This design comes from an exercise in tuning for small area on the open sky130 flow, not from production work. RTL that was checked went through simulation tests only; none was proved equivalent to the original. Only the layout flow was run in runs 5 to 7; the RTL was not checked for function there. The clock port is modelled as an ideal driver; clocking choices that lean on that would not hold on a real chip. Power and IR drop assume default switching activity.

==> flow/design.v <==
package edge_pkg;
    localparam int FRAME_W      = 16;
    localparam int FRAME_H      = 8;
    localparam int FRAME_PIXELS = FRAME_W * FRAME_H;
    localparam int ADDR_W       = $clog2(FRAME_PIXELS);
    localparam int EDGE_TH = 24;
    typedef struct packed {
        logic [7:0] r;
        logic [7:0] g;
        logic [7:0] b;
    } rgb_t;
    typedef struct packed {
        logic              we;
        logic [ADDR_W-1:0] addr;
        rgb_t              rgb;
    } pixel_wr_t;
    typedef struct packed {
        logic valid;
        logic first;   
        rgb_t rgb;
    } pixel_stream_t;
    typedef struct packed {
        logic valid;
        logic last;    
        logic edge_bit;
    } edge_stream_t;
endpackage
`timescale 1ns/1ns
module edge_top (
    input  logic       clk,
    input  logic       reset,
    input  logic       i_byte_valid,
    input  logic [7:0] i_byte,
    output logic       o_out_valid,
    output logic [7:0] o_out_byte,
    output logic       o_frame_done
);
    logic [1:0] phase;    
    logic [6:0] pix;      
    logic [9:0] acc;      
    logic [7:0] prev;     
    wire ph_b = phase[1];
    wire ph_g = phase[0];
    wire bw   = i_byte_valid && ph_b;            
    function automatic logic [10:0] radd10(input logic [9:0] a, input logic [9:0] b, input logic ci);
        logic [10:0] r;
        logic c;
        c = ci;
        for (int i = 0; i < 10; i++) begin
            r[i] = a[i] ^ b[i] ^ c;
            c    = (a[i] & b[i]) | (a[i] & c) | (b[i] & c);
        end
        r[10] = c;
        radd10 = r;
    endfunction
    wire        ph_r  = !phase[1] && !phase[0];
    wire        take  = i_byte_valid;
    wire [9:0]  add_a = (take && ph_r) ? 10'd0 : acc;
    wire [9:0]  add_b = !take ? 10'd0 : ph_g ? {1'b0, i_byte, 1'b0} : {2'b00, i_byte};
    wire [10:0] sum_f = radd10(add_a, add_b, 1'b0);
    wire [9:0]  sum   = sum_f[9:0];
    wire [7:0] grey = sum[9:2];
    wire [10:0] d_f = radd10({2'b00, grey}, {2'b11, ~prev}, 1'b1);
    wire [8:0]  d   = d_f[8:0];
    wire       e    = d[8] ? (d[7:0] < 8'd232) : (d[7:0] > 8'd24);
    always_ff @(posedge clk) begin
        if (reset) begin
            phase <= 2'd0;
            pix   <= '0;
        end else if (i_byte_valid) begin
            phase <= ph_b ? 2'd0 : phase + 2'd1;
            if (ph_b)
                pix <= pix + 7'd1;
        end
    end
    always_ff @(posedge clk) begin
        acc <= sum;
        if (bw)
            prev <= grey;
    end
    logic [7:0] rc;
    logic [7:0] out_sr;
    wire        rd     = rc[7];
    wire        active = |rc;
    wire        e0     = bw && (pix == 7'd127);
    always_ff @(posedge clk) begin
        if (reset)
            rc <= '0;
        else if (e0)
            rc <= 8'd124;
        else if (active)
            rc <= rc + 8'd1;
    end
    always_ff @(posedge clk) begin
        if (reset)
            o_out_valid <= 1'b0;
        else
            o_out_valid <= rd && (rc[2:0] == 3'd7);
    end
    assign o_frame_done = o_out_valid && !active;
    assign o_out_byte   = out_sr;
    logic x1, x2;
    logic [4:0] s0a;
    logic [7:0] s0b;
    wire wv = bw && (pix[3:0] != 4'd0);
    wire rv = rd && (rc[3:0] != 4'd0);
    always_ff @(posedge clk) begin
        if (bw && pix == 7'd1)
            x1 <= e;
        if (bw && pix == 7'd2)
            x2 <= e;
    end
    wire w0a = bw && (pix[6:3] == 4'd0) && (pix[2] || (pix[1] && pix[0]));
    wire r0a = rd && (rc[6:3] == 4'd0) && (rc[2] || (rc[1] && rc[0]));
    wire w0b = bw && (pix[6:3] == 4'd1);
    wire r0b = rd && (rc[6:3] == 4'd1);
    always_ff @(posedge clk) begin
        if (w0a || r0a)
            s0a <= {e, s0a[4:1]};
        if (w0b || r0b)
            s0b <= {e, s0b[7:1]};
    end
    logic [7:0] lsb;
    assign lsb[0] = rc[3] ? s0b[0] :
                    (rc[2:0] == 3'd1) ? x1 : (rc[2:0] == 3'd2) ? x2 : s0a[0];
    genvar k;
    generate
        for (k = 1; k < 8; k++) begin : g_row
            logic [14:0] s;
            wire wk = wv && (pix[6:4] == k);
            wire rk = rv && (rc[6:4] == k);
            always_ff @(posedge clk) begin
                if (wk || rk)
                    s <= {e, s[14:1]};
            end
            assign lsb[k] = s[0];
        end
    endgenerate
    wire ser = (rc[3:0] != 4'd0) && lsb[rc[6:4]];
    always_ff @(posedge clk)
        out_sr <= {ser, out_sr[7:1]};
endmodule
==> flow/flow/run.sh <==
#!/bin/bash
# The standard ORFS layout (standard.sh) with these changes:
#  - synthesis is the standard flow's (synth_recipe.tcl, the same passes and register
#    mapping), but abc maps the logic with an area-oriented script
#    (flow/abc_area.script) through flow/synth.tcl;
#  - port buffers use the smallest buffer (buf_1);
#  - CTS builds its tree from clkbuf_4 (root clkbuf_8) and adds no dummy loads;
#  - after CTS, fixclk.tcl upsizes any clock buffer whose flip-flop clock pins
#    would see a slew over LIMIT_PS (placement parasitics), then legalises.
# Each tool's output goes to a log file of its own in this folder.
set -euo pipefail
export MY_ABC_SCRIPT="$PWD/flow/abc_area.script"
ARGS=(
  "SYNTH_SCRIPT=$PWD/flow/synth.tcl"
  "BUFFER_PORTS_ARGS=-buffer_cell sky130_fd_sc_hd__buf_1"
  "CTS_ARGS=-sink_clustering_enable -repair_clock_nets -dont_use_dummy_load -root_buf sky130_fd_sc_hd__clkbuf_8 -buf_list sky130_fd_sc_hd__clkbuf_4"
)
bash standard.sh "${ARGS[@]}" cts > make_cts.log 2>&1
R=orfs/results/sky130hd/edge_top/base
PLATFORM_DIR="$FLOW_HOME/platforms/sky130hd" ODB="$R/4_1_cts.odb" SDC="$R/4_cts.sdc" \
  LIMIT_PS=122 DRYRUN=0 openroad -no_init -exit flow/fixclk.tcl > fixclk.log 2>&1
bash standard.sh "${ARGS[@]}" finish > make_finish.log 2>&1
==> flow/flow/abc_area.script <==
&get -n
&st
&syn2
&dch
&nf -a -R 1000
&put
topo
dnsize -c
==> flow/flow/fixclk.tcl <==
# Upsize clock buffers whose flip-flop clock pins would see a slow slew.
# Only buffers that drive flip-flop clock pins are considered.
# Usage: openroad fixclk.tcl with env ODB (in/out), LIMIT_PS, DRYRUN
set P $::env(PLATFORM_DIR)
read_lef $P/lef/sky130_fd_sc_hd.tlef
read_lef $P/lef/sky130_fd_sc_hd_merged.lef
read_liberty $P/lib/sky130_fd_sc_hd__tt_025C_1v80.lib
read_db $::env(ODB)
read_sdc $::env(SDC)
source $P/setRC.tcl
set_propagated_clock [all_clocks]
set limit [expr {$::env(LIMIT_PS) * 1e-12}]
set next {sky130_fd_sc_hd__clkbuf_1 sky130_fd_sc_hd__clkbuf_2 sky130_fd_sc_hd__clkbuf_2 sky130_fd_sc_hd__clkbuf_4 sky130_fd_sc_hd__clkbuf_4 sky130_fd_sc_hd__clkbuf_8 sky130_fd_sc_hd__clkbuf_8 sky130_fd_sc_hd__clkbuf_16}
proc worst_sink_slew {buf} {
  set w 0
  set o [get_pins -of_objects $buf -filter "direction==output"]
  set ffpins [get_pins -of_objects [get_nets -of_objects $o] -filter "direction==input&&is_clock"]
  foreach p $ffpins {
    foreach edge {rise fall} { foreach mm {max min} {
      set s [sta::time_ui_sta [get_property $p slew_${mm}_$edge]]
      if {$s > $w} {set w $s}
    }}
  }
  return $w
}
for {set iter 0} {$iter < 4} {incr iter} {
  estimate_parasitics -placement
  set changed 0
  foreach b [get_cells -filter "ref_name=~sky130_fd_sc_hd__clkbuf_*"] {
    set w [worst_sink_slew $b]
    set ref [get_property $b ref_name]
    puts [format "iter %d %s %s sink_slew=%.1f ps" $iter [get_full_name $b] $ref [expr {$w*1e12}]]
    if {$w > $limit && [dict exists $next $ref] && !$::env(DRYRUN)} {
      replace_cell [get_full_name $b] [dict get $next $ref]
      puts "  -> [dict get $next $ref]"
      incr changed
    }
  }
  if {!$changed} break
}
if {!$::env(DRYRUN)} {
  detailed_placement
  check_placement
  write_db $::env(ODB)
}
==> flow/flow/synth.tcl <==
proc synth {args} { yosys synth -nofsm -noshare {*}$args }
proc abc {args} {
  set i [lsearch -exact $args -script]
  if {$i >= 0 && [info exists ::env(MY_ABC_SCRIPT)]} { lset args [expr {$i+1}] $::env(MY_ABC_SCRIPT) }
  yosys abc {*}$args
}
source $::env(SCRIPTS_DIR)/synth.tcl
# left out here: clear keep_hierarchy, flatten, clean up, hide names made inside functions, write 1_2_yosys.v
==> flow/standard.sh <==
#!/bin/bash
# synth_recipe.tcl (not shown) runs the flow's synth.tcl, then flattens the netlist and writes it again
# the make line also repeats each setting of config.mk as NAME=value (left out here)
make -C /OpenROAD-flow-scripts/flow DESIGN_CONFIG=/design/flow/config.mk WORK_HOME=/design/flow/orfs CLKGATE_MAP_FILE= SYNTH_SCRIPT=/design/flow/synth_recipe.tcl "${@:-finish}"
==> flow/config.mk <==
export PLATFORM = sky130hd
export DESIGN_NAME = edge_top
export DESIGN_NICKNAME = edge_top
export VERILOG_FILES = /design/flow/design.v
export SDC_FILE = /design/flow/constraint.sdc
export NUM_CORES = 4
export LEC_CHECK = 0
export CAP_MARGIN = 20
export CORE_MARGIN = 2
export CORE_UTILIZATION = 40
export SLEW_MARGIN = 20
==> flow/constraint.sdc <==
create_clock -name core_clock -period 10.0 [get_ports {clk}]
set_input_delay 2.0000 -clock core_clock [delete_from_list [all_inputs] [get_ports {clk}]]
set_output_delay 2.0000 -clock core_clock [all_outputs]
set_load 0.01 [all_outputs]
==> results of run 1 <==
worst reg2reg max path, cell delays in order (launching register included):
cell and delay (ns):
dfxtp_1 0.36, nor2b_1 0.14, nand2b_1 0.30, and2_0 0.19, ha_1 0.15, clkinv_1 0.07
fa_1 0.37, fa_1 0.40, fa_1 0.41, fa_1 0.39, fa_1 0.38, fa_1 0.40
fa_1 0.40, fa_1 0.52, clkinv_1 0.11, ha_1 0.18, or2_0 0.23, fa_1 0.50
and4b_1 0.19, a21oi_1 0.71
how the worst max path moves through the flow:
| stage | start | endpoint | slack (ns) | cells after the start |
|---|---|---|---|---|
| 3_3_place_gp | i_byte_valid | g_row[2].s[14]$_DFFE_PP_ | 1.65 | 20 |
| 5_1_grt | i_byte_valid | s0b[7]$_DFFE_PP_ | 1.24 | 20 |
| 2_1_floorplan | i_byte_valid | g_row[1].s[14]$_DFFE_PP_ | 2.28 | 19 |
| 6_report | i_byte_valid | s0b[7]$_DFFE_PP_ | 1.82 | 20 |
| 3_5_place_dp | i_byte_valid | g_row[2].s[14]$_DFFE_PP_ | 1.26 | 20 |
| 4_1_cts | i_byte_valid | g_row[1].s[14]$_DFFE_PP_ | 1.72 | 20 |
stage by stage:
step,setup WS [ns],std cells,hold slack [ns],util
finish,1.82,581,0.355,0.442
CTS,1.72,581,0.360,0.441
global placement,1.65,564,0.338,0.432
global route,1.24,581,0.372,0.442
detailed placement,1.26,564,0.344,0.432
floorplan,2.28,353,0.382,-
cell usage in the layout (no fill, tap or decap), types with 3 or more instances in the layout:
| master | count |
|---|---|
| o21ai_0 | 4 |
| nor4_1 | 3 |
| clkbuf_8 | 3 |
| fa_1 | 12 |
| ha_1 | 16 |
| nand2b_1 | 6 |
| xor2_1 | 8 |
| dfxtp_1 | 36 |
| edfxtp_1 | 128 |
| nand2_1 | 24 |
| and2_0 | 3 |
| nor3_1 | 4 |
| xnor2_1 | 5 |
| a21oi_1 | 11 |
| buf_1 | 20 |
| a211oi_1 | 3 |
| nor2_1 | 27 |
| clkinv_1 | 25 |
| o22ai_1 | 7 |
| nand3_1 | 6 |
| buf_4 | 7 |
| or3_1 | 3 |
| a22oi_1 | 7 |
| clkbuf_4 | 14 |
power by group:
| part | total [mW] | internal, mW | switching [mW] |
|---|---|---|---|
| clock network | 0.268 | 0.0921 | 0.176 |
| registers | 0.784 | 0.774 | 0.0101 |
| logic | 0.179 | 0.0710 | 0.108 |
| total | 1.23 | 0.937 | 0.294 |
cell type report:
| class | count | area share |
|---|---|---|
| timing repair buffer | 27 | 0.0200 |
| tap | 184 | 0.0361 |
| sequential | 164 | 0.716 |
| clock buffer | 17 | 0.0230 |
| inverter | 25 | 0.0147 |
| multi-input combinational | 164 | 0.190 |
layer usage:
metal,wire (um),up-vias,part of all wire
li1,-,1371,-
met1,3900,1394,0.47
met2,3920,40,0.47
met3,277,13,0.034
met4,151,0,0.018
met5,0,-,0
registers in the layout, summed over array words and instances, names as in the netlist:
register	count
pix	7
rc	8
phase	2
out_sr	8
x2	1
x1	1
prev	8
s0b	8
g_row.s	105
s0a	5
o_out_valid	1
acc	10
logic make-up (layout without fill, tap and decap cells):
kind of cell / after synthesis / after routing / share of synthesized area
mux: 1 / 1 / 0.00171
compound gates: 39 / 39 / 0.0433
flops: 164 / 164 / 0.779
fa+ha+maj: 28 / 28 / 0.0751
simple gates: 83 / 83 / 0.0657
xor+xnor: 13 / 13 / 0.0194
buf+inv: 25 / 69 / 0.0160
==> results.ini, run 1 <==
[outcome]
status=timing/DRC/antenna clean

[setup_path]
slowest_stage=a21oi_1
crit_fanout=11
required_ns=10.06
r2r-end=s0b[7]$_DFFE_PP_
cpLargestDelayFamily=adder cells
cpMostUsedCell=fa_1
crit_buf_inv=3
crit_type=in2reg
cp_slowest_stage_delay_ns=0.71
cp_cell_sequence=buf_1, nor2b_1, nand2b_1, and2_0, ha_1, clkinv_1, fa_1, fa_1, fa_1, fa_1, fa_1, fa_1, fa_1, fa_1, clkinv_1, ha_1, or2_0, fa_1, and4b_1, a21oi_1
critPathCaptureType=flop
r2r-start=phase[0]$_SDFFE_PP0P_
startpoint_type=input port
r2r_setup_slack_ns=3.24
worstPathArrival_ns=8.24
rr_worst_depth=19

[yosys]
yosysMostFrequentCell=edfxtp_1
ys.warnings.count=1
synth_ff_type=edfxtp_1
synthCells=353
syn_nets=392
netlist_area_um2=5860
ys_seq_elements=164
synth_top_area_share=0.656
seq_area_frac_synth=0.779
yosysUniqueCellTypes=33
synthTopCellsByCount=edfxtp_1 (128), dfxtp_1 (36), nor2_1 (27)
synthArstFlopShare=0
synth_area_leader_cell=edfxtp_1
synth_edf_count=128
syn_area_per_cell_um2=16.6
synth_area_leaders=edfxtp_1 (66%), dfxtp_1 (12%), fa_1 (4.1%), ha_1 (3.4%), nor2_1 (1.7%)

[die]
fp.dieH_um=125
core_area_um2=14400
ioPinCount=21
fp-row-count=44
dieArea_um2=15600
die_w_um=125
initial_core_util=0.406

[placement]
hpwl_um=5530
placed_area_um2=6220
place.gp.congestion=0.766
port-buffer-count=20

[timing]
final_max_slew_viol_count=0
finalSetupViolations=0
tightest_slew_ns=0.899
skew_ns=0.0326
tns_ns=0
hold_viol_final=0
maxSlewHeadroom=0.401
finalCriticalPeriod_ns=8.18
rsz0062_at_grt=no
max_freq_mhz=122
post-route-period-util=0.818

[route]
via_per_inst=4.85
drt_iter0_drc=160
ant_nets=0
drc=0
wirelength_um=8250
dr.pass1.iters=5
vias=2818
wl_per_cell_um=14.2

[cts]
holdBufCountCts=0
clockRootBuffer=clkbuf_8
cts_max_level=4
clock-sinks=164
clockBufferDepth=2
path_clk_slew_ns=0.08
tritoncts=done
cts_buffers=17
postCtsSetupBuffers=0
insertion_delay_ns=0.41
post_cts_resized=0

[power]
p_per_area_nw_per_um2=193
leakagePower_nw=2.05
ir_drop_mv=0.0713
total_power_mw=1.23

[grt]
grt_pass1_wl_um=14200
overflow=0
grt_antenna_before_repair=0
busiest_layer=met2
use_met3=0.0492
first_global_vias=2845
grt_use_met2=0.181
grt_start_max_net_pins=17
use_met1=0.147
grt_usage=0.117

[finish]
regArea_um2=4560
nets=438
syn_to_final_growth_pct=8.69
final_area_um2=6370
multiInputGateArea_um2=1210
layout-drive-gt1-share=0.0630
fillers=1282
num_antenna_cells=0

[worst_hold_path]
hold_depth=0
hold_class=reg2reg
min_to=out_sr[0]$_DFF_P_
hold_start=out_sr[1]$_DFF_P_

[flow_run]
cap_violations=0

==> run 2, diff against run 1 <==
--- a/flow/design.v
+++ b/flow/design.v
@@ -82,9 +82,9 @@
     logic [7:0] out_sr;
     wire        rd     = rc[7];
-    wire        active = |rc;
+    wire        active = (rc != 8'd1);
     wire        e0     = bw && (pix == 7'd127);
     always_ff @(posedge clk) begin
         if (reset)
-            rc <= '0;
+            rc <= 8'd1;
         else if (e0)
             rc <= 8'd124;
@@ -92,11 +92,6 @@
             rc <= rc + 8'd1;
     end
-    always_ff @(posedge clk) begin
-        if (reset)
-            o_out_valid <= 1'b0;
-        else
-            o_out_valid <= rd && (rc[2:0] == 3'd7);
-    end
-    assign o_frame_done = o_out_valid && !active;
+    assign o_frame_done = (rc == 8'd0);
+    assign o_out_valid  = o_frame_done || (rc[7] && rc[2:0] == 3'd0 && rc[6:3] != 4'd0);
     assign o_out_byte   = out_sr;
     logic x1, x2;
==> flow/flow/abc_area.script (replaced) <==
&get -n
&st
&syn2
&dch
&nf -a -R 1000 -p -C 32 -F 8 -A 6
&put
topo
dnsize -c
==> run 2 against run 1 <==
Effect of this change: area after synthesis is 0.28% lower; maximum frequency increased by 5.3%; count of clock-buffer cells in the layout is the same; combinational power is 37% higher; final area barely moved; setup slack improved by 0.41 ns; core utilization hardly changed; critical endpoint unchanged; critical path depth is the same.
==> results.ini, run 2 <==
[outcome]
status=timing/DRC/antenna clean

[placement]
port-buffer-count=20  ; unchanged
place_ws_ns=1.76  ; +0.499 ns
place.gp.congestion=0.740  ; -3.3%
hpwl_um=5740  ; +3.8%

[yosys]
synthTopCellsByCount=edfxtp_1 (128), dfxtp_1 (35), nor2_1 (25)
synthCells=351  ; -0.57%
syn_nets=389  ; -0.77%
syn_area_per_cell_um2=16.7  ; +0.29%
netlist_area_um2=5850  ; -0.28%
yosysUniqueCellTypes=36  ; +9.1%
synthArstFlopShare=0  ; unchanged
synth_top_area_share=0.658  ; +0.00182
synth_area_leaders=edfxtp_1 (66%), dfxtp_1 (12%), fa_1 (4.1%), ha_1 (3.2%), nor2_1 (1.6%)
seq_area_frac_synth=0.777  ; -0.00126
ys.warnings.count=1  ; unchanged
ys_seq_elements=163  ; -0.61%
synth_ff_type=edfxtp_1
synth_area_leader_cell=edfxtp_1
yosysMostFrequentCell=edfxtp_1
synth_edf_count=128  ; unchanged

[route]
wirelength_um=8570  ; +3.9%
wl_per_cell_um=14.8  ; +4.3%
via_per_inst=4.92  ; +1.5%
drt_iter0_drc=257  ; +61%
drc=0  ; unchanged
ant_nets=0  ; unchanged
dr.pass1.iters=4  ; -1
vias=2850  ; +1.1%

[grt]
busiest_layer=met2
grt_usage=0.120  ; +0.00291
grt_start_max_net_pins=17  ; unchanged
grt_antenna_before_repair=0  ; unchanged
grt_pass1_wl_um=14500  ; +2.2%
grt_use_met2=0.182  ; +0.00131
use_met3=0.0378  ; -0.0114
use_met1=0.154  ; +0.00778
first_global_vias=2973  ; +4.5%
overflow=0  ; unchanged

[timing]
post-route-period-util=0.777  ; -0.0412
postLayoutSetupSlackWorst_ns=2.23  ; +0.412 ns
tightest_slew_ns=0.895  ; -0.00428 ns
hold_viol_final=0  ; unchanged
finalCriticalPeriod_ns=7.77  ; -0.412 ns
final_max_slew_viol_count=0  ; unchanged
maxSlewHeadroom=0.397  ; -0.00345
rsz0062_at_grt=no
tns_ns=0  ; unchanged
max_freq_mhz=129  ; +5.3%
finalSetupViolations=0  ; unchanged
skew_ns=0.0329  ; +0.000221 ns

[die]
fp-row-count=44  ; unchanged
ioPinCount=21  ; unchanged
core_area_um2=14400  ; unchanged
die_w_um=125  ; -0.13%
dieArea_um2=15600  ; -0.26%
fp.dieH_um=125  ; -0.13%
initial_core_util=0.405  ; -0.00113

[cts]
post_cts_resized=0  ; unchanged
path_clk_slew_ns=0.08  ; about the same
clockRootBuffer=clkbuf_8
cts_max_level=4  ; unchanged
cts_buffers=17  ; unchanged
holdBufCountCts=0  ; unchanged
clock-sinks=163  ; -0.61%
postCtsSetupBuffers=0  ; unchanged
tritoncts=done
insertion_delay_ns=0.43  ; +0.02 ns
clockBufferDepth=2  ; unchanged

[power]
p_per_area_nw_per_um2=210  ; +8.6%
leakagePower_nw=2.06  ; +0.53%
ir_drop_mv=0.0691  ; -3.1%

[finish]
top_register=g_row.s
syn_to_final_growth_pct=8.93
final_common_cell=edfxtp_1
layout-drive-gt1-share=0.0633  ; +0.000319
nets=435  ; -0.68%
final_cell_mix=edfxtp_1 (128), dfxtp_1 (35), nor2_1 (25), nand2_1 (23), clkinv_1 (22)
num_antenna_cells=0  ; unchanged
reg_top3=g_row.s (105), acc (10)
largest_register_ffs=105  ; unchanged

[setup_path]
critPathCaptureType=flop
required_ns=10.09  ; +0.03 ns
worstPathArrival_ns=7.86  ; -0.38 ns
startpoint_type=input port
crit_fanout=11  ; unchanged
crit_type=in2reg

[flow_run]
cap_violations=0  ; unchanged

[worst_hold_path]
hold_class=reg2reg

[run 2: power by group]
group          switching, mW  total (mW)  internal [mW]
sequential            0.0194       0.804          0.784
combinational          0.148       0.246         0.0987
clock                  0.185       0.285          0.100
total                  0.352        1.34          0.984
[run 2: stage by stage]
stage / utilization / cells / power (mW) / instance area [um^2] / hold WS [ns]
after floorplan: - / 351 / 0.995 / 5850 / 0.382
after global placement: 0.430 / 562 / 1.06 / 6210 / 0.336
after detailed placement: 0.430 / 562 / 1.07 / 6210 / 0.339
after CTS: 0.440 / 579 / 1.34 / 6340 / 0.363
after global routing: 0.441 / 579 / 1.43 / 6370 / 0.363
final: 0.441 / 579 / 1.34 / 6370 / 0.353
[run 2: logic make-up (layout without fill, tap and decap cells)]
kind of cell | Yosys count | after routing | synth area share
AOI/OAI and AO/OA | 39 | 39 | 0.0439
xor gates and xnor gates | 12 | 12 | 0.0180
adders and majority gates | 27 | 27 | 0.0732
buffers and inverters | 22 | 66 | 0.0141
DFF | 163 | 163 | 0.777
muxes | 1 | 1 | 0.00171
and+or+nand+nor | 87 | 87 | 0.0717
[run 2: worst max-delay path: stages]
cell and delay, ns:
buf_1 0.10, nor2b_1 0.22, nand2b_1 0.31, and2_0 0.20, ha_1 0.15, clkinv_1 0.07, fa_1 0.38, fa_1 0.39
fa_1 0.39, fa_1 0.38, fa_1 0.38, fa_1 0.39, fa_1 0.40, fa_1 0.52, clkinv_1 0.10, ha_1 0.18
or2_0 0.23, fa_1 0.51, nand3b_1 0.10, o32a_1 0.44
[run 2: layout make-up]
cell class,count,area (um^2)
Fill cell,1298,8060
Multi-Input combinational cell,166,1220
Clock buffer,17,159
Timing Repair Buffer,27,128
Tap cell,184,230
Sequential cell,163,4540
Inverter,22,82.6
[run 2: final timing paths]
kind	startpoint	to	slack [ns]	cells past startpoint
max	i_byte_valid	s0b[7]$_DFFE_PP_	2.23	20
min	out_sr[3]$_DFF_P_	out_sr[2]$_DFF_P_	0.35	0
max reg2reg	phase[0]$_SDFFE_PP0P_	s0b[7]$_DFFE_PP_	3.64	19
min reg2reg	out_sr[3]$_DFF_P_	out_sr[2]$_DFF_P_	0.35	0
[run 2: per-layer routing]
metal / vias to the layer above / wire length, um
met2: 55 / 3940
met1: 1406 / 4070
met4: 0 / 195
met5: - / 0
li1: 1371 / -
met3: 18 / 369
==> run 3, diff against run 2 <==
--- a/flow/flow/run.sh
+++ b/flow/flow/run.sh
@@ -13,4 +13,5 @@
 ARGS=(
   "SYNTH_SCRIPT=$PWD/flow/synth.tcl"
+  "GPL_KEEP_OVERFLOW=0"
   "BUFFER_PORTS_ARGS=-buffer_cell sky130_fd_sc_hd__buf_1"
   "CTS_ARGS=-sink_clustering_enable -repair_clock_nets -dont_use_dummy_load -root_buf sky130_fd_sc_hd__clkbuf_8 -buf_list sky130_fd_sc_hd__clkbuf_4"
--- a/flow/config.mk
+++ b/flow/config.mk
@@ -6,6 +6,6 @@
 export NUM_CORES = 4
 export LEC_CHECK = 0
-export CAP_MARGIN = 20
+export CAP_MARGIN = 0
 export CORE_MARGIN = 2
 export CORE_UTILIZATION = 40
-export SLEW_MARGIN = 20
+export SLEW_MARGIN = 0
==> run 3 against run 2 <==
Effect of this change: sequential share of layout area increased by 0.14 points; sequential power is essentially flat; count of clock-buffer cells in the layout stayed put.
==> results.ini, run 3 <==
[outcome]
status=timing/DRC/antenna clean

[yosys]
synthCells=351  ; unchanged
synth_ff_type=edfxtp_1
syn_area_per_cell_um2=16.7  ; unchanged
synthMuxAreaShare=0.00171  ; unchanged
synthXorXnorAreaFrac=0.0180  ; unchanged
synthTopCellsByCount=edfxtp_1 (128), dfxtp_1 (35), nor2_1 (25)
synth_compound_area_frac=0.0439  ; unchanged
synthAdderAreaFrac=0.0732  ; unchanged
ys.warnings.count=1  ; unchanged
synth_area_leader_cell=edfxtp_1
yosysMostFrequentCell=edfxtp_1
yosys.area_share.simple=0.0717  ; unchanged
yosysUniqueCellTypes=36  ; unchanged
synth_top_family_by_area=adder cells
synth_area_leaders=edfxtp_1 (66%), dfxtp_1 (12%), fa_1 (4.1%), ha_1 (3.2%), nor2_1 (1.6%)
syn_nets=389  ; unchanged
synth_edf_count=128  ; unchanged
synth_top_area_share=0.658  ; unchanged
seq_area_frac_synth=0.777  ; unchanged
synthArstFlopShare=0  ; unchanged
ys_seq_elements=163  ; unchanged
netlist_area_um2=5850  ; unchanged

[cts]
clockBufferDepth=2  ; unchanged
clockRootBuffer=clkbuf_8
cts_max_level=4  ; unchanged
postCtsSetupBuffers=0  ; unchanged
clock-sinks=163  ; unchanged
holdBufCountCts=0  ; unchanged
insertion_delay_ns=0.42  ; about the same
post_cts_resized=0  ; unchanged
path_clk_slew_ns=0.11  ; +0.03 ns
cts_buffers=17  ; unchanged
tritoncts=done

[timing]
maxSlewHeadroom=0.375  ; -0.0221
finalSetupViolations=0  ; unchanged
final_max_slew_viol_count=0  ; unchanged
finalCriticalPeriod_ns=7.73  ; -0.0332 ns
timing.hold.ws_ns=0.320  ; -0.0329 ns
tightest_slew_ns=0.937  ; +0.0426 ns
tns_ns=0  ; unchanged
max_freq_mhz=129  ; +0.43%
skew_ns=0.0359  ; +0.00306 ns
rsz0062_at_grt=no
hold_viol_final=0  ; unchanged
post-route-period-util=0.773  ; -0.00332

[worst_hold_path]
hold_class=reg2reg
hold_start=out_sr[6]$_DFF_P_
min_to=out_sr[5]$_DFF_P_
hold_depth=0  ; unchanged

[route]
dr.pass1.iters=4  ; unchanged
ant_nets=0  ; unchanged
vias=2817  ; -1.2%
via_per_inst=4.91  ; -0.30%
wl_per_cell_um=15.1  ; +2.2%
wirelength_um=8690  ; +1.4%
drc=0  ; unchanged
drt_iter0_drc=231  ; -10%

[placement]
place.gp.congestion=0.737  ; -0.41%
hpwl_um=5770  ; +0.58%
port-buffer-count=20  ; unchanged

[grt]
grt_antenna_before_repair=0  ; unchanged
grt_pass1_wl_um=15000  ; +3.0%
first_global_vias=2985  ; +0.40%
grt_start_max_net_pins=17  ; unchanged
grt_usage=0.124  ; +0.00348
overflow=0  ; unchanged

[power]
total_power_mw=1.33  ; -0.51%
p_per_area_nw_per_um2=209  ; -0.32%
leakagePower_nw=2.03  ; -1.4%
ir_drop_mv=0.0758  ; +9.8%

[die]
dieArea_um2=15600  ; unchanged
core_area_um2=14400  ; unchanged
initial_core_util=0.405  ; unchanged
die_w_um=125  ; unchanged
fp.dieH_um=125  ; unchanged
fp-row-count=44  ; unchanged
ioPinCount=21  ; unchanged

[setup_path]
r2r-start=phase[0]$_SDFFE_PP0P_
r2r-end=g_row[1].s[14]$_DFFE_PP_
rr_worst_depth=18  ; -1
critPathCaptureType=flop
worstPathArrival_ns=7.84  ; -0.02 ns
crit_fanout=11  ; unchanged
required_ns=10.11  ; +0.02 ns
crit_type=in2reg
r2r_setup_slack_ns=3.72  ; +0.08 ns
startpoint_type=input port

[finish]
multiInputGateArea_um2=1250  ; +2.6%
syn_to_final_growth_pct=8.71
final_common_cell=edfxtp_1
layout-drive-gt1-share=0.0641  ; +0.000811
fillers=1280  ; -1.4%
top_register=g_row.s
nets=430  ; -1.1%
num_antenna_cells=0  ; unchanged
regArea_um2=4540  ; unchanged
reg_top3=g_row.s (105), acc (10)
largest_register_ffs=105  ; unchanged
final_cell_mix=edfxtp_1 (128), dfxtp_1 (35), nor2_1 (25), nand2_1 (23), clkinv_1 (22)

[flow_run]
cap_violations=0  ; unchanged

-- run 3: cell counts after synthesis --
Identical to the previous run, type by type.
-- run 3: power by group --
| group | switching [mW] | internal [mW] |
|---|---|---|
| Combinational | 0.145 | 0.0990 |
| Sequential | 0.0210 | 0.784 |
| Clock | 0.183 | 0.0963 |
| Total | 0.349 | 0.980 |
-- run 3: worst max-delay path by stage --
stage / startpoint / endpoint / cells past startpoint
after CTS: i_byte_valid / g_row[1].s[14]$_DFFE_PP_ / 19
after global placement: i_byte_valid / g_row[6].s[14]$_DFFE_PP_ / 20
final: i_byte_valid / g_row[1].s[14]$_DFFE_PP_ / 19
after floorplan: i_byte_valid / g_row[1].s[14]$_DFFE_PP_ / 19
after detailed placement: i_byte_valid / g_row[5].s[14]$_DFFE_PP_ / 19
after global routing: i_byte_valid / g_row[1].s[14]$_DFFE_PP_ / 19
-- run 3: area by class of cell --
cell class / count / area share
inverter: 22 / 0.0130
sequential: 163 / 0.715
tap: 184 / 0.0362
multi-input combinational: 166 / 0.197
clock buffer: 17 / 0.0240
timing repair buffer: 22 / 0.0142
-- run 3: metrics by stage --
stage / utilization / setup WS (ns) / cell area, um^2 / instances
floorplan: - / 2.38 / 5850 / 351
global placement: 0.426 / 2.03 / 6150 / 555
detailed placement: 0.428 / 1.78 / 6180 / 557
CTS: 0.438 / 2.23 / 6310 / 574
global route: 0.441 / 1.98 / 6350 / 574
finish: 0.441 / 2.27 / 6350 / 574
-- run 3: worst max-delay path: stages --
cell	delay (ns)
buf_1	0.13
nor2b_1	0.50
and2_0	0.22
ha_1	0.16
clkinv_1	0.07
fa_1	0.38
fa_1	0.39
fa_1	0.39
fa_1	0.38
fa_1	0.39
fa_1	0.38
fa_1	0.39
fa_1	0.52
clkinv_1	0.10
ha_1	0.18
or2_0	0.23
fa_1	0.50
nand3b_1	0.08
o32a_1	0.43
-- run 3: per-layer routing --
layer,GRT usage,share of wire,up-vias
li1,-,-,1364
met1,0.167,0.49,1403
met2,0.180,0.46,36
met3,0.0412,0.037,14
met4,0.0601,0.017,0
met5,0,0,-
-- run 3: logic make-up (layout without fill, tap and decap cells) --
family,Yosys count,after routing
mux,1,1
buf+inv,22,61
flops,163,163
xor+xnor,12,12
compound gates,39,39
fa+ha+maj,27,27
simple gates,87,87
==> run 4, diff against run 3 <==
--- a/flow/design.v
+++ b/flow/design.v
@@ -63,13 +63,24 @@
     wire [10:0] d_f = radd10({2'b00, grey}, {2'b11, ~prev}, 1'b1);
     wire [8:0]  d   = d_f[8:0];
-    wire       e    = d[8] ? (d[7:0] < 8'd232) : (d[7:0] > 8'd24);
+    wire       ge25  = d[7] | d[6] | d[5] | (d[4] & d[3] & (d[2] | d[1] | d[0]));
+    wire       ge232 = d[7] & d[6] & d[5] & (d[4] | d[3]);
+    wire       e     = d[8] ? !ge232 : ge25;
+    logic [7:0] pix_c;
+    logic [6:0] pix_inc;
+    always_comb begin
+        pix_c[0] = bw;
+        for (int i = 0; i < 7; i++) begin
+            pix_inc[i]  = pix[i] ^ pix_c[i];
+            pix_c[i+1]  = pix[i] & pix_c[i];
+        end
+    end
     always_ff @(posedge clk) begin
         if (reset) begin
             phase <= 2'd0;
             pix   <= '0;
-        end else if (i_byte_valid) begin
-            phase <= ph_b ? 2'd0 : phase + 2'd1;
-            if (ph_b)
-                pix <= pix + 7'd1;
+        end else begin
+            if (i_byte_valid)
+                phase <= ph_b ? 2'd0 : phase + 2'd1;
+            pix <= pix_inc;
         end
     end
@@ -84,4 +95,13 @@
     wire        active = (rc != 8'd1);
     wire        e0     = bw && (pix == 7'd127);
+    logic [8:0] rc_c;
+    logic [7:0] rc_inc;
+    always_comb begin
+        rc_c[0] = active;
+        for (int i = 0; i < 8; i++) begin
+            rc_inc[i]  = rc[i] ^ rc_c[i];
+            rc_c[i+1]  = rc[i] & rc_c[i];
+        end
+    end
     always_ff @(posedge clk) begin
         if (reset)
@@ -89,6 +109,6 @@
         else if (e0)
             rc <= 8'd124;
-        else if (active)
-            rc <= rc + 8'd1;
+        else
+            rc <= rc_inc;
     end
     assign o_frame_done = (rc == 8'd0);
--- a/flow/flow/run.sh
+++ b/flow/flow/run.sh
@@ -13,5 +13,4 @@
 ARGS=(
   "SYNTH_SCRIPT=$PWD/flow/synth.tcl"
-  "GPL_KEEP_OVERFLOW=0"
   "BUFFER_PORTS_ARGS=-buffer_cell sky130_fd_sc_hd__buf_1"
   "CTS_ARGS=-sink_clustering_enable -repair_clock_nets -dont_use_dummy_load -root_buf sky130_fd_sc_hd__clkbuf_8 -buf_list sky130_fd_sc_hd__clkbuf_4"
--- a/flow/config.mk
+++ b/flow/config.mk
@@ -6,6 +6,6 @@
 export NUM_CORES = 4
 export LEC_CHECK = 0
-export CAP_MARGIN = 0
+export CAP_MARGIN = 20
 export CORE_MARGIN = 2
 export CORE_UTILIZATION = 40
-export SLEW_MARGIN = 0
+export SLEW_MARGIN = 20
==> run 4 against run 3 <==
Effect of this change: core utilization increased by 1.1 points; wire length shrank 8.0%; area after synthesis down 1.0%; first-iteration DRC count is 34% lower; non-clock buffer count increased by 5; count of clock-buffer cells in the layout unchanged; flip-flop and latch count is the same; global-route usage is 1.1 points lower; critical path depth up 1; power rose by 0.15%; clock skew about the same; maximum frequency decreased by 4.0%; highest routed layer unchanged.
==> results.ini, run 4 <==
[outcome]
status=timing/DRC/antenna clean

[placement]
place_ws_ns=1.49  ; -0.291 ns
port-buffer-count=20  ; unchanged
place.gp.congestion=0.732  ; -0.72%
hpwl_um=5310  ; -7.9%
place_inst=537  ; -3.6%

[setup_path]
rr_worst_depth=19  ; +1
critPathCaptureType=flop
crit_fanout=11  ; unchanged
worstPathArrival_ns=8.13  ; +0.29 ns
startpoint_type=input port
required_ns=10.08  ; -0.03 ns
crit_type=in2reg

[yosys]
synthAdderAreaFrac=0.0783  ; +0.00510
synth_ff_type=edfxtp_1
ys.warnings.count=1  ; unchanged
yosysMostFrequentCell=edfxtp_1
synthXorXnorAreaFrac=0.0106  ; -0.00738
synthArstFlopShare=0  ; unchanged
syn_nets=370  ; -4.9%
synth_top_family_by_area=adder cells
synthMuxAreaShare=0.00952  ; +0.00781
synthCells=330  ; -6.0%
yosysUniqueCellTypes=33  ; -8.3%
yosys.area_share.simple=0.0701  ; -0.00162
synth_edf_count=128  ; unchanged
synth_compound_area_frac=0.0348  ; -0.00905
synth_area_leaders=edfxtp_1 (66%), dfxtp_1 (12%), fa_1 (4.2%), ha_1 (3.7%), nor2_1 (1.4%)
syn_area_per_cell_um2=17.5  ; +5.2%
ys_seq_elements=163  ; unchanged
synthTopCellsByCount=edfxtp_1 (128), dfxtp_1 (35), nor2_1 (21)
netlist_area_um2=5780  ; -1.0%
seq_area_frac_synth=0.786  ; +0.00824
synth_top_area_share=0.665  ; +0.00697
synth_area_leader_cell=edfxtp_1

[timing]
timing.hold.ws_ns=0.337  ; +0.0175 ns
maxSlewHeadroom=0.410  ; +0.0350
postLayoutSetupSlackWorst_ns=1.95  ; -0.318 ns
post-route-period-util=0.805  ; +0.0318
tns_ns=0  ; unchanged
hold_viol_final=0  ; unchanged
skew_ns=0.0355  ; -0.000368 ns
max_freq_mhz=124  ; -4.0%
finalSetupViolations=0  ; unchanged
finalCriticalPeriod_ns=8.05  ; +0.318 ns
tightest_slew_ns=0.885  ; -0.0525 ns
rsz0062_at_grt=no
final_max_slew_viol_count=0  ; unchanged

[grt]
grt_pass1_wl_um=13300  ; -11%
grt_antenna_before_repair=0  ; unchanged
grt_usage=0.112  ; -0.0112
overflow=0  ; unchanged
grt_start_max_net_pins=18  ; +1
first_global_vias=2764  ; -7.4%

[power]
p_per_area_nw_per_um2=211  ; +0.81%
ir_drop_mv=0.0953  ; +26%
seqPwrFrac=0.608  ; +0.002
pwr-share-comb=0.176  ; -0.008
leakagePower_nw=2.05  ; +1.1%
intPower_uw=988  ; +0.80%
swShare=0.258  ; -0.00477
power_switching_uw=343  ; -1.7%
clkPwrFrac=0.216  ; +0.006

[cts]
post_cts_resized=0  ; unchanged
clockBufferDepth=2  ; unchanged
tritoncts=done
cts_buffers=17  ; unchanged
cts_max_level=4  ; unchanged
clockRootBuffer=clkbuf_8
insertion_delay_ns=0.43  ; about the same
postCtsSetupBuffers=0  ; unchanged
holdBufCountCts=0  ; unchanged
clock-sinks=163  ; unchanged
path_clk_slew_ns=0.11  ; about the same

[finish]
reg_top3=g_row.s (105), acc (10)
top_register=g_row.s
syn_to_final_growth_pct=9.15
final_cells=554  ; -3.5%
final_common_cell=edfxtp_1
fin_util=0.451  ; +0.0108
largest_register_ffs=105  ; unchanged
num_antenna_cells=0  ; unchanged
layout-drive-gt1-share=0.0749  ; +0.0108
nets=416  ; -3.3%
final_cell_mix=edfxtp_1 (128), dfxtp_1 (35), nor2_1 (21), buf_1 (20), nand2_1 (19)

[route]
wirelength_um=7990  ; -8.0%
vias=2696  ; -4.3%
via_per_inst=4.87  ; -0.84%
dr.pass1.iters=4  ; unchanged
ant_nets=0  ; unchanged
drt_iter0_drc=152  ; -34%
drc=0  ; unchanged
wl_per_cell_um=14.4  ; -4.7%

[die]
ioPinCount=21  ; unchanged
fp-row-count=43  ; -2.3%
dieArea_um2=15400  ; -1.0%
fp.dieH_um=124  ; -0.51%
initial_core_util=0.414  ; +0.00823
core_area_um2=14000  ; -3.0%
die_w_um=124  ; -0.51%

[worst_hold_path]
hold_depth=0  ; unchanged
hold_class=reg2reg

[flow_run]
cap_violations=0  ; unchanged

==> run 4: cell types whose count changed after synthesis, sizes merged, moves of 4 or more <==
cell	previous run	this run
nor2b	1	9
a21oi	10	5
clkinv	22	17
xor2	8	3
nand2	23	19
nor2	25	21
==> run 4: cell type report <==
cell class                      count  area [um^2]
Clock buffer                       17          165
Fill cell                        1238         7670
Inverter                           17         63.8
Multi-Input combinational cell    150         1190
Sequential cell                   163         4540
Tap cell                          180          225
Timing Repair Buffer               27          128
==> run 4: worst max-delay path, cell delays in order <==
cell and delay [ns]:
buf_1 0.10, nor2b_1 0.21, nand2b_1 0.29, and2_0 0.18
ha_1 0.15, clkinv_1 0.07, fa_1 0.40, fa_1 0.41
fa_1 0.40, fa_1 0.39, fa_1 0.39, fa_1 0.39
fa_1 0.39, fa_1 0.53, clkinv_1 0.10, ha_1 0.18
or2_0 0.24, fa_1 0.51, nor4b_1 0.06, a22oi_1 0.72
==> run 4: kinds of logic (layout without fill, tap and decap cells) <==
group | after synthesis | in the layout
adders and majority gates | 29 | 29
DFF | 163 | 163
muxes | 3 | 3
buffers and inverters | 17 | 61
xor gates and xnor gates | 7 | 7
and+or+nand+nor | 81 | 81
AOI/OAI and AO/OA | 30 | 30
==> run 4: stage by stage <==
stage | cell area (um^2) | power, mW
3_5_place_dp | 6150 | 1.07
4_1_cts | 6280 | 1.33
6_report | 6310 | 1.33
3_3_place_gp | 6150 | 1.05
5_1_grt | 6310 | 1.41
2_1_floorplan | 5780 | 0.990
==> run 4: power groups by stage <==
stage          registers, mW  logic [mW]  clock network, mW
5_1_grt                0.814       0.269              0.327
4_1_cts                0.810       0.240              0.280
2_1_floorplan          0.826       0.164                  0
3_3_place_gp           0.823       0.227                  0
3_5_place_dp           0.824       0.241                  0
6_report               0.809       0.234              0.288
==> run 4: path summary, 6_finish.rpt <==
| kind | slack [ns] | from | endpoint |
|---|---|---|---|
| worst min register to register | 0.34 | out_sr[3]$_DFF_P_ | out_sr[2]$_DFF_P_ |
| worst max register to register | 3.34 | phase[0]$_SDFFE_PP0P_ | g_row[5].s[14]$_DFFE_PP_ |
| worst min-delay path | 0.34 | out_sr[3]$_DFF_P_ | out_sr[2]$_DFF_P_ |
| worst max-delay path | 1.95 | i_byte_valid | g_row[5].s[14]$_DFFE_PP_ |
==> run 4: routing by layer <==
| metal | routed length, um | track usage | vias up |
|---|---|---|---|
| met5 | 0 | 0 | - |
| met4 | 125 | 0.0535 | 0 |
| met3 | 312 | 0.0421 | 10 |
| met2 | 3660 | 0.165 | 44 |
| met1 | 3890 | 0.148 | 1333 |
| li1 | - | - | 1309 |
==> run 5, diff against run 4 <==
--- a/flow/design.v
+++ b/flow/design.v
@@ -81,5 +81,5 @@
         end else begin
             if (i_byte_valid)
-                phase <= ph_b ? 2'd0 : phase + 2'd1;
+                phase <= {phase[0], !(phase[0] || phase[1])};
             pix <= pix_inc;
         end
--- a/flow/flow/run.sh
+++ b/flow/flow/run.sh
@@ -13,4 +13,5 @@
 ARGS=(
   "SYNTH_SCRIPT=$PWD/flow/synth.tcl"
+  "GPL_KEEP_OVERFLOW=0"
   "BUFFER_PORTS_ARGS=-buffer_cell sky130_fd_sc_hd__buf_1"
   "CTS_ARGS=-sink_clustering_enable -repair_clock_nets -dont_use_dummy_load -root_buf sky130_fd_sc_hd__clkbuf_8 -buf_list sky130_fd_sc_hd__clkbuf_4"
--- a/flow/config.mk
+++ b/flow/config.mk
@@ -6,6 +6,6 @@
 export NUM_CORES = 4
 export LEC_CHECK = 0
-export CAP_MARGIN = 20
+export CAP_MARGIN = 0
 export CORE_MARGIN = 2
 export CORE_UTILIZATION = 40
-export SLEW_MARGIN = 20
+export SLEW_MARGIN = 0
==> run 5 against run 4 <==
Effect of this change: still clean; clock skew up 0.0020 ns; area after synthesis about the same; sequential power about the same; synthesized cell count unchanged; maximum frequency down 6.7%; clock power down 5%; critical path type unchanged.
==> results.ini, run 5 <==
[placement]
port-buffer-count=20  ; unchanged
place.gp.congestion=0.774  ; +5.7%
hpwl_um=5410  ; +1.8%

[setup_path]
startpoint_type=input port
crit_fanout=11  ; unchanged
required_ns=10.06  ; -0.02 ns
rr_worst_depth=19  ; unchanged
critPathCaptureType=flop
crit_type=in2reg
r2r-start=phase[0]$_SDFFE_PP0P_
r2r_setup_slack_ns=2.85  ; -0.49 ns
startpoint=i_byte_valid
worstPathArrival_ns=8.69  ; +0.56 ns
r2r-end=g_row[3].s[14]$_DFFE_PP_

[die]
fp.dieH_um=124  ; about the same
core_area_um2=14000  ; unchanged
fp-row-count=43  ; unchanged
die_w_um=124  ; about the same
ioPinCount=21  ; unchanged
dieArea_um2=15400  ; about the same
initial_core_util=0.413  ; about the same

[route]
vias=2700  ; +0.15%
drc=0  ; unchanged
wl_per_cell_um=14.9  ; +3.1%
wirelength_um=8180  ; +2.4%
drt_iter0_drc=150  ; -1.3%
dr.pass1.iters=4  ; unchanged
via_per_inst=4.91  ; +0.88%
ant_nets=0  ; unchanged

[cts]
cts_buffers=17  ; unchanged
postCtsSetupBuffers=0  ; unchanged
post_cts_resized=0  ; unchanged
holdBufCountCts=0  ; unchanged
cts_max_level=4  ; unchanged
clockBufferDepth=2  ; unchanged
clock-sinks=163  ; unchanged
clockRootBuffer=clkbuf_8
path_clk_slew_ns=0.09  ; -0.02 ns
insertion_delay_ns=0.43  ; about the same
tritoncts=done

[finish]
final_common_cell=edfxtp_1
syn_to_final_growth_pct=8.91
largest_register_ffs=105  ; unchanged
nets=412  ; -0.96%
fillers=1245  ; +0.57%
final_cell_mix=edfxtp_1 (128), dfxtp_1 (35), nor2_1 (20), buf_1 (20), nand2_1 (19)
top_register=g_row.s
num_antenna_cells=0  ; unchanged
layout-drive-gt1-share=0.0784  ; +0.00351
reg_top3=g_row.s (105), acc (10)

[worst_hold_path]
hold_depth=0  ; unchanged
hold_class=reg2reg
hold_start=out_sr[1]$_DFF_P_
min_to=out_sr[0]$_DFF_P_

[power]
ir_drop_mv=0.105  ; +10%
swShare=0.258  ; about the same
leakagePower_nw=2.02  ; -1.5%
intPower_uw=977  ; -1.1%
seqPwrFrac=0.615  ; +0.007
power_switching_uw=339  ; -1.1%
p_per_area_nw_per_um2=209  ; -0.86%
clkPwrFrac=0.207  ; -0.009
pwr-share-comb=0.178  ; +0.002

[yosys]
netlist_area_um2=5780  ; about the same
synthArstFlopShare=0  ; unchanged
synthTopCellsByCount=edfxtp_1 (128), dfxtp_1 (35), nor2_1 (20)
syn_nets=370  ; unchanged
yosysUniqueCellTypes=33  ; unchanged
seq_area_frac_synth=0.786  ; about the same
synth_edf_count=128  ; unchanged
ys_seq_elements=163  ; unchanged
ys.warnings.count=1  ; unchanged
synthCells=330  ; unchanged
yosysMostFrequentCell=edfxtp_1
synth_ff_type=edfxtp_1
synth_area_leader_cell=edfxtp_1
synth_area_leaders=edfxtp_1 (66%), dfxtp_1 (12%), fa_1 (4.2%), ha_1 (3.7%), nor2_1 (1.3%)
synth_top_area_share=0.665  ; about the same
syn_area_per_cell_um2=17.5  ; about the same

[timing]
hold_viol_final=0  ; unchanged
rsz0062_at_grt=no
maxSlewHeadroom=0.361  ; -0.0492
post-route-period-util=0.863  ; +0.0576
tns_ns=0  ; unchanged
skew_ns=0.0375  ; +0.00196 ns
tightest_slew_ns=0.959  ; +0.0738 ns
final_max_slew_viol_count=0  ; unchanged
max_freq_mhz=116  ; -6.7%
finalCriticalPeriod_ns=8.63  ; +0.576 ns
timing.hold.ws_ns=0.356  ; +0.0180 ns
finalSetupViolations=0  ; unchanged

[grt]
grt_start_max_net_pins=18  ; unchanged
grt_pass1_wl_um=13700  ; +3.1%
first_global_vias=2714  ; -1.8%
grt_usage=0.116  ; +0.00397
overflow=0  ; unchanged
grt_antenna_before_repair=0  ; unchanged

[outcome]
status=timing/DRC/antenna clean

[flow_run]
cap_violations=0  ; unchanged

## run 5: through the flow
stage / total power, mW / std cells / utilization / instance area (um^2) / worst slack, ns
2_1_floorplan: 0.992 / 330 / - / 5780 / 1.59
3_3_place_gp: 1.05 / 530 / 0.435 / 6080 / 1.15
3_5_place_dp: 1.06 / 533 / 0.438 / 6130 / 0.880
4_1_cts: 1.33 / 550 / 0.448 / 6270 / 1.33
5_1_grt: 1.40 / 550 / 0.450 / 6300 / 0.855
6_report: 1.32 / 550 / 0.450 / 6300 / 1.37
## run 5: worst max path at each step
stage	to	slack, ns	depth (start not counted)
after detailed placement	g_row[4].s[14]$_DFFE_PP_	0.88	20
final	g_row[3].s[14]$_DFFE_PP_	1.37	20
after global routing	s0a[4]$_DFFE_PP_	0.85	20
after CTS	s0b[7]$_DFFE_PP_	1.33	20
after floorplan	g_row[1].s[14]$_DFFE_PP_	1.59	20
after global placement	g_row[1].s[14]$_DFFE_PP_	1.15	20
## run 5: metal layers
metal / vias up / track usage / share of wire / routed length, um
li1: 1305 / - / - / -
met1: 1336 / 0.161 / 0.51 / 4130
met2: 43 / 0.156 / 0.42 / 3440
met3: 16 / 0.0469 / 0.047 / 381
met4: 0 / 0.0621 / 0.028 / 226
met5: - / 0 / 0 / 0
## run 5: cell families after synthesis
group,share of synthesized area
buffers and inverters,0.0110
adders and majority gates,0.0783
AOI/OAI and AO/OA,0.0379
and+or+nand+nor,0.0684
xor gates and xnor gates,0.00909
muxes,0.00952
DFF,0.786
## run 5: final cells by class
| type | count | area [um^2] | share of cell area |
|---|---|---|---|
| Tap cell | 180 | 225 | 0.0358 |
| Clock buffer | 17 | 146 | 0.0232 |
| Sequential cell | 163 | 4540 | 0.721 |
| Timing Repair Buffer | 23 | 97.6 | 0.0155 |
| Multi-Input combinational cell | 150 | 1220 | 0.194 |
| Inverter | 17 | 63.8 | 0.0101 |
## run 5: worst max-delay path, cell delays in order
cell and delay (ns):
buf_1 0.14, nor2b_1 0.51, and2_0 0.21, ha_1 0.15, clkinv_1 0.08, fa_1 0.47, fa_1 0.47, fa_1 0.46
fa_1 0.46, fa_1 0.46, fa_1 0.47, fa_1 0.48, fa_1 0.58, clkinv_1 0.11, ha_1 0.18, or2_0 0.24
fa_1 0.55, clkinv_1 0.06, a2111oi_0 0.29, a22oi_1 0.31
## run 5: power groups by stage
stage               clock, mW  combinational (mW)  sequential, mW
floorplan                   0               0.165           0.827
global placement            0               0.227           0.825
detailed placement          0               0.239           0.825
CTS                     0.280               0.239           0.810
global route            0.315               0.271           0.816
finish                  0.273               0.234           0.809
==> run 6, diff against run 5 <==
--- a/flow/config.mk
+++ b/flow/config.mk
@@ -9,3 +9,4 @@
 export CORE_MARGIN = 2
 export CORE_UTILIZATION = 40
+export PLACE_DENSITY = 0.75
 export SLEW_MARGIN = 0
==> run 6 against run 5 <==
Effect of this change: still clean; register-to-register slack worse by 0.03 ns; combinational power is 2% higher; final area is 0.14% higher; clock skew is 0.0024 ns higher; critical path depth stayed put; setup slack better by 0.029 ns; clock power hardly changed; largest cell class unchanged; largest power group unchanged.
==> results.ini, run 6 <==
[cts]
holdBufCountCts=0  ; unchanged
tritoncts=done
clock-sinks=163  ; unchanged
cts_max_level=4  ; unchanged
insertion_delay_ns=0.41  ; -0.02 ns
postCtsSetupBuffers=0  ; unchanged
path_clk_slew_ns=0.10  ; about the same
clockBufferDepth=2  ; unchanged
cts_buffers=17  ; unchanged
clockRootBuffer=clkbuf_8
post_cts_resized=0  ; unchanged

[worst_hold_path]
hold_class=reg2reg
hold_start=out_sr[6]$_DFF_P_
hold_depth=0  ; unchanged
min_to=out_sr[5]$_DFF_P_

[yosys]
netlist_area_um2=5780  ; unchanged
seq_area_frac_synth=0.786  ; unchanged
synth_area_leader_cell=edfxtp_1
yosysMostFrequentCell=edfxtp_1
ys_seq_elements=163  ; unchanged
synth_edf_count=128  ; unchanged
syn_nets=370  ; unchanged
synthTopCellsByCount=edfxtp_1 (128), dfxtp_1 (35), nor2_1 (20)
synthArstFlopShare=0  ; unchanged
synth_top_area_share=0.665  ; unchanged
ys.warnings.count=1  ; unchanged
synth_ff_type=edfxtp_1
synth_area_leaders=edfxtp_1 (66%), dfxtp_1 (12%), fa_1 (4.2%), ha_1 (3.7%), nor2_1 (1.3%)
yosysUniqueCellTypes=33  ; unchanged
synthCells=330  ; unchanged
syn_area_per_cell_um2=17.5  ; unchanged

[outcome]
status=timing/DRC/antenna clean

[timing]
maxSlewHeadroom=0.142  ; -0.219
max_freq_mhz=116  ; +0.34%
skew_ns=0.0399  ; +0.00241 ns
finalSetupViolations=0  ; unchanged
post-route-period-util=0.860  ; -0.00291
final_max_slew_viol_count=0  ; unchanged
rsz0062_at_grt=no
tightest_slew_ns=1.28  ; +0.317 ns
finalCriticalPeriod_ns=8.60  ; -0.0291 ns
hold_viol_final=0  ; unchanged
tns_ns=0  ; unchanged

[power]
total_power_mw=1.32  ; +0.39%
ir_drop_mv=0.130  ; +23%
leakagePower_nw=2.03  ; +0.46%
p_per_area_nw_per_um2=210  ; +0.25%

[setup_path]
r2r-start=phase[0]$_SDFFE_PP0P_
r2r-end=x1$_DFFE_PP_
cp_slowest_stage_delay_ns=0.58  ; about the same
crit_fanout=11  ; unchanged
cp_cell_sequence=buf_1, nor2b_1, and2_0, ha_1, clkinv_1, fa_1, fa_1, fa_1, fa_1, fa_1, fa_1, fa_1, fa_1, clkinv_1, ha_1, or2_0, fa_1, clkinv_1, a2111oi_0, a22oi_1
startpoint_type=input port
worstPathArrival_ns=8.67  ; -0.02 ns
r2r_setup_slack_ns=2.82  ; -0.03 ns
cpMostUsedCell=fa_1
critPathCaptureType=flop
required_ns=10.07  ; about the same
slowest_stage=fa_1
rr_worst_depth=20  ; +1
crit_type=in2reg

[die]
dieArea_um2=15400  ; unchanged
fp-row-count=43  ; unchanged
die_w_um=124  ; unchanged
ioPinCount=21  ; unchanged
fp.dieH_um=124  ; unchanged
initial_core_util=0.413  ; unchanged
core_area_um2=14000  ; unchanged

[finish]
largest_register_ffs=105  ; unchanged
reg_top3=g_row.s (105), acc (10)
final_cell_mix=edfxtp_1 (128), dfxtp_1 (35), nor2_1 (20), buf_1 (20), nand2_1 (19)
fin_util=0.451  ; +0.000626
final_common_cell=edfxtp_1
num_antenna_cells=0  ; unchanged
top_register=g_row.s
nets=413  ; +0.24%
final_cells=551  ; +0.18%
syn_to_final_growth_pct=9.07
layout-drive-gt1-share=0.0755  ; -0.00291

[grt]
grt_pass1_wl_um=13500  ; -1.3%
grt_antenna_before_repair=0  ; unchanged
grt_usage=0.112  ; -0.00449
grt_start_max_net_pins=18  ; unchanged
first_global_vias=2747  ; +1.2%
overflow=0  ; unchanged

[route]
wl_per_cell_um=14.7  ; -1.2%
drt_iter0_drc=161  ; +7.3%
via_per_inst=4.90  ; -0.18%
dr.pass1.iters=4  ; unchanged
vias=2700  ; unchanged
ant_nets=0  ; unchanged
drc=0  ; unchanged
wirelength_um=8100  ; -1.0%

[flow_run]
cap_violations=0  ; unchanged

[placement]
port-buffer-count=20  ; unchanged
hpwl_um=5600  ; +3.4%
place_inst=534  ; +0.19%
place.gp.congestion=0.797  ; +3.0%

-- run 6: cell count changes in the layout (fill, tap and decap cells not counted) --
cell	previous run	this run
buf_4	3	2
nor4_2	1	0
buf_6	0	2
clkbuf_8	3	4
o22ai_2	4	3
clkbuf_4	14	13
nor4_1	2	3
o22ai_1	1	2
-- run 6: worst max path at each step --
stage                      start                  endpoint  slack [ns]  cells past startpoint
floorplan           i_byte_valid  g_row[1].s[14]$_DFFE_PP_        1.59                     20
global placement    i_byte_valid              x1$_DFFE_PP_        1.17                     21
detailed placement  i_byte_valid              x1$_DFFE_PP_        0.86                     21
CTS                 i_byte_valid              x1$_DFFE_PP_        1.30                     21
global route        i_byte_valid              x1$_DFFE_PP_        0.92                     21
finish              i_byte_valid              x1$_DFFE_PP_        1.40                     20
-- run 6: power breakdown --
| part | switching [mW] | total [mW] | internal (mW) |
|---|---|---|---|
| combinational | 0.138 | 0.238 | 0.0998 |
| clock | 0.178 | 0.274 | 0.0964 |
| sequential | 0.0232 | 0.809 | 0.786 |
| total | 0.339 | 1.32 | 0.982 |
-- run 6: final cells by class --
cell class,count,area [um^2]
Fill cell,1217,7680
Tap cell,180,225
Timing Repair Buffer,24,113
Sequential cell,163,4540
Multi-Input combinational cell,150,1210
Clock buffer,17,153
Inverter,17,63.8
-- run 6: per-layer routing --
| layer | vias up | part of all wire | global-route usage |
|---|---|---|---|
| li1 | 1302 | - | - |
| met3 | 7 | 0.039 | 0.0473 |
| met1 | 1352 | 0.49 | 0.148 |
| met4 | 0 | 0.0091 | 0.0278 |
| met2 | 39 | 0.46 | 0.172 |
| met5 | - | 0 | 0 |
-- run 6: critical path: cells and delay by family --
| kind | cells | cell delay (ns) |
|---|---|---|
| simple gates | 3 | 0.96 |
| compound gates | 2 | 0.65 |
| buf+inv | 4 | 0.39 |
| fa+ha+maj | 11 | 4.68 |
-- run 6: kinds of logic (layout without fill, tap and decap cells) --
group | count (synthesis) | count (layout) | synth area share
AO/OA/AOI/OAI | 33 | 33 | 0.0379
buffers and inverters | 17 | 58 | 0.0110
AND/OR/NAND/NOR | 79 | 79 | 0.0684
adder cells (fa/ha/maj) | 29 | 29 | 0.0783
flip-flops | 163 | 163 | 0.786
XOR/XNOR | 6 | 6 | 0.00909
multiplexers | 3 | 3 | 0.00952
-- run 6: stage by stage --
stage	area, um^2	hold WS, ns	worst slack (ns)
after global routing	6310	0.331	0.916
after detailed placement	6140	0.339	0.862
final	6310	0.331	1.40
after global placement	6080	0.337	1.17
after floorplan	5780	0.382	1.59
after CTS	6280	0.338	1.30
==> run 7, diff against run 6 <==
--- a/flow/design.v
+++ b/flow/design.v
@@ -94,5 +94,5 @@
     wire        rd     = rc[7];
     wire        active = (rc != 8'd1);
-    wire        e0     = bw && (pix == 7'd127);
+    wire        e0     = pix_c[7];           
     logic [8:0] rc_c;
     logic [7:0] rc_inc;
--- a/flow/config.mk
+++ b/flow/config.mk
@@ -9,4 +9,3 @@
 export CORE_MARGIN = 2
 export CORE_UTILIZATION = 40
-export PLACE_DENSITY = 0.75
 export SLEW_MARGIN = 0
==> run 7 against run 6 <==
Effect of this change: clock power about the same; cell count down 0.36%; critical path type unchanged; first-iteration DRC count up 38%; synthesized cell count down 0.91%; global-route usage up 1.3 points; wire length up 3.7%; via count up 1.3%.
==> results.ini, run 7 <==
[die]
core_area_um2=14000  ; unchanged
die_w_um=124  ; about the same
ioPinCount=21  ; unchanged
fp-row-count=43  ; unchanged
dieArea_um2=15400  ; about the same
initial_core_util=0.413  ; about the same
fp.dieH_um=124  ; about the same

[setup_path]
startpoint=i_byte_valid
crit_fanout=11  ; unchanged
startpoint_type=input port
critPathCaptureType=flop
crit_type=in2reg
worstPathArrival_ns=8.72  ; +0.05 ns
required_ns=10.08  ; about the same
r2r-start=phase[0]$_SDFFE_PP0P_

[cts]
insertion_delay_ns=0.42  ; about the same
path_clk_slew_ns=0.11  ; about the same
postCtsSetupBuffers=0  ; unchanged
clockRootBuffer=clkbuf_8
post_cts_resized=0  ; unchanged
tritoncts=done
clockBufferDepth=2  ; unchanged
cts_max_level=4  ; unchanged
cts_buffers=17  ; unchanged
holdBufCountCts=0  ; unchanged
clock-sinks=163  ; unchanged

[yosys]
synth_ff_type=edfxtp_1
synthTopCellsByCount=edfxtp_1 (128), dfxtp_1 (35), nor2_1 (20)
ys_seq_elements=163  ; unchanged
synthCells=327  ; -0.91%
yosysMostFrequentCell=edfxtp_1
seq_area_frac_synth=0.786  ; about the same
ys.warnings.count=1  ; unchanged
synthArstFlopShare=0  ; unchanged
syn_area_per_cell_um2=17.7  ; +0.83%
syn_nets=368  ; -0.54%
synth_edf_count=128  ; unchanged
yosysUniqueCellTypes=35  ; +6.1%
synth_area_leader_cell=edfxtp_1
netlist_area_um2=5780  ; about the same
synth_top_area_share=0.665  ; about the same
synth_area_leaders=edfxtp_1 (67%), dfxtp_1 (12%), fa_1 (4.2%), ha_1 (3.9%), nor2_1 (1.3%)

[power]
ir_drop_mv=0.0832  ; -36%
p_per_area_nw_per_um2=208  ; -0.72%
leakagePower_nw=2.05  ; +1.0%

[timing]
max_freq_mhz=116  ; -0.45%
skew_ns=0.0346  ; -0.00530 ns
finalCriticalPeriod_ns=8.64  ; +0.0389 ns
post-route-period-util=0.864  ; +0.00389
tns_ns=0  ; unchanged
finalSetupViolations=0  ; unchanged
maxSlewHeadroom=0.407  ; +0.265
rsz0062_at_grt=no
tightest_slew_ns=0.890  ; -0.386 ns
hold_viol_final=0  ; unchanged
final_max_slew_viol_count=0  ; unchanged

[route]
ant_nets=0  ; unchanged
wirelength_um=8390  ; +3.7%
via_per_inst=4.98  ; +1.7%
vias=2735  ; +1.3%
drt_iter0_drc=222  ; +38%
dr.pass1.iters=4  ; unchanged
wl_per_cell_um=15.3  ; +4.0%
drc=0  ; unchanged

[finish]
final_common_cell=edfxtp_1
final_cell_mix=edfxtp_1 (128), dfxtp_1 (35), nor2_1 (20), buf_1 (20), ha_1 (18)
fillers=1256  ; +3.2%
final_area_um2=6300  ; about the same
regArea_um2=4540  ; unchanged
reg_top3=g_row.s (105), acc (10)
layout-drive-gt1-share=0.0786  ; +0.00312
top_register=g_row.s
num_antenna_cells=0  ; unchanged
largest_register_ffs=105  ; unchanged
syn_to_final_growth_pct=9.12  ; about the same
nets=412  ; -0.24%
multiInputGateArea_um2=1200  ; -0.31%

[worst_hold_path]
hold_class=reg2reg
hold_start=out_sr[2]$_DFF_P_

[grt]
first_global_vias=2788  ; +1.5%
grt_usage=0.125  ; +0.0126
busiest_layer=met2
use_met1=0.166  ; +0.0177
grt_start_max_net_pins=18  ; unchanged
use_met3=0.0490  ; +0.00166
grt_antenna_before_repair=0  ; unchanged
overflow=0  ; unchanged
grt_pass1_wl_um=13900  ; +2.4%
grt_use_met2=0.181  ; +0.00838

[placement]
port-buffer-count=20  ; unchanged
hpwl_um=5650  ; +1.0%
placed_area_um2=6150  ; +0.16%
place.gp.congestion=0.771  ; -3.3%

[outcome]
status=timing/DRC/antenna clean

[flow_run]
cap_violations=0  ; unchanged

-- run 7: per-stage QoR --
step | hold WS, ns | setup WS (ns) | instances | total power, mW | utilization
finish | 0.323 | 1.36 | 549 | 1.31 | 0.451
global route | 0.329 | 0.881 | 549 | 1.40 | 0.451
CTS | 0.366 | 1.28 | 549 | 1.32 | 0.449
detailed placement | 0.339 | 0.805 | 532 | 1.06 | 0.440
global placement | 0.338 | 1.15 | 527 | 1.05 | 0.435
floorplan | 0.382 | 1.59 | 327 | 0.991 | -
-- run 7: worst paths after layout --
check / depth (start not counted) / end / slack [ns]
worst max-delay path: 21 / x2$_DFFE_PP_ / 1.36
worst min-delay path: 0 / out_sr[1]$_DFF_P_ / 0.32
worst max register to register: 20 / x2$_DFFE_PP_ / 2.82
worst min register to register: 0 / out_sr[1]$_DFF_P_ / 0.32
-- run 7: kinds of logic (layout without fill, tap and decap cells) --
group	after synthesis	after routing	share of synthesized area
AOI/OAI and AO/OA	30	30	0.0355
xor gates and xnor gates	6	6	0.00909
adders and majority gates	30	30	0.0806
buffers and inverters	17	59	0.0110
DFF	163	163	0.786
muxes	3	3	0.00953
and+or+nand+nor	78	78	0.0678
-- run 7: metal layers --
metal | share of wire | vias up
met5 | 0 | -
met4 | 0.017 | 0
met3 | 0.045 | 14
met2 | 0.44 | 65
met1 | 0.49 | 1356
li1 | - | 1300
-- run 7: layout make-up --
type / count / share of cell area
flip-flops and latches: 163 / 0.721
multi-input cells: 147 / 0.191
well taps: 180 / 0.0357
inverters: 17 / 0.0101
clock buffers: 17 / 0.0232
repair buffers: 25 / 0.0191
-- run 7: power breakdown --
group	total [mW]	switching (mW)	internal (mW)
Combinational	0.231	0.133	0.0978
Clock	0.273	0.181	0.0921
Sequential	0.808	0.0218	0.786
Total	1.31	0.335	0.976
-- run 7: critical path, cell delays in order --
cell and delay, ns:
buf_1 0.11, nor2b_1 0.23, nand2b_1 0.35, and2_0 0.19
ha_1 0.14, clkinv_1 0.08, fa_1 0.46, fa_1 0.47
fa_1 0.46, fa_1 0.46, fa_1 0.46, fa_1 0.46
fa_1 0.46, fa_1 0.57, clkinv_1 0.10, ha_1 0.19
or2_0 0.24, fa_1 0.54, clkinv_1 0.06, a2111oi_0 0.34
a22oi_1 0.33

## what the ideal ports hide
The flow's constraints put no driver on any port. The routed layouts listed below were extracted and timed again, unchanged, in two steps.
Step 1 (the two cells are an assumption about what drives the block):
set clk [get_ports {clk}]
set_driving_cell -lib_cell sky130_fd_sc_hd__clkbuf_16 $clk
set_driving_cell -lib_cell sky130_fd_sc_hd__buf_2 [delete_from_list [all_inputs] $clk]
Step 2 moves the port delays by t, midway between the first and last clock arrival at a register: inputs arrive t later, outputs are due t later. That takes back most of the time a late clock gives input paths.
Three values: ideal, step 1, step 2; two values: the first two.
run | t (ns) | slack for setup (ns) | worst register clock-pin slew, ns
run 1 | 0.432 | 1.823 / 1.839 / 1.407 | 0.11 / 0.11
run 2 | 0.443 | 2.234 / 2.245 / 1.802 | 0.11 / 0.11
run 3 | 0.437 | 2.267 / 2.275 / 1.838 | 0.12 / 0.12
run 4 | 0.446 | 1.949 / 1.965 / 1.519 | 0.11 / 0.11
run 5 | 0.443 | 1.373 / 1.387 / 0.944 | 0.12 / 0.12
run 6 | 0.425 | 1.402 / 1.411 / 0.986 | 0.11 / 0.11
run 7 | 0.439 | 1.363 / 1.377 / 0.938 | 0.11 / 0.11
After both steps every run listed still meets setup and hold. The setup slack of run 2, which loses most, moves by +0.011 ns with the drivers and by -0.432 ns with both steps.
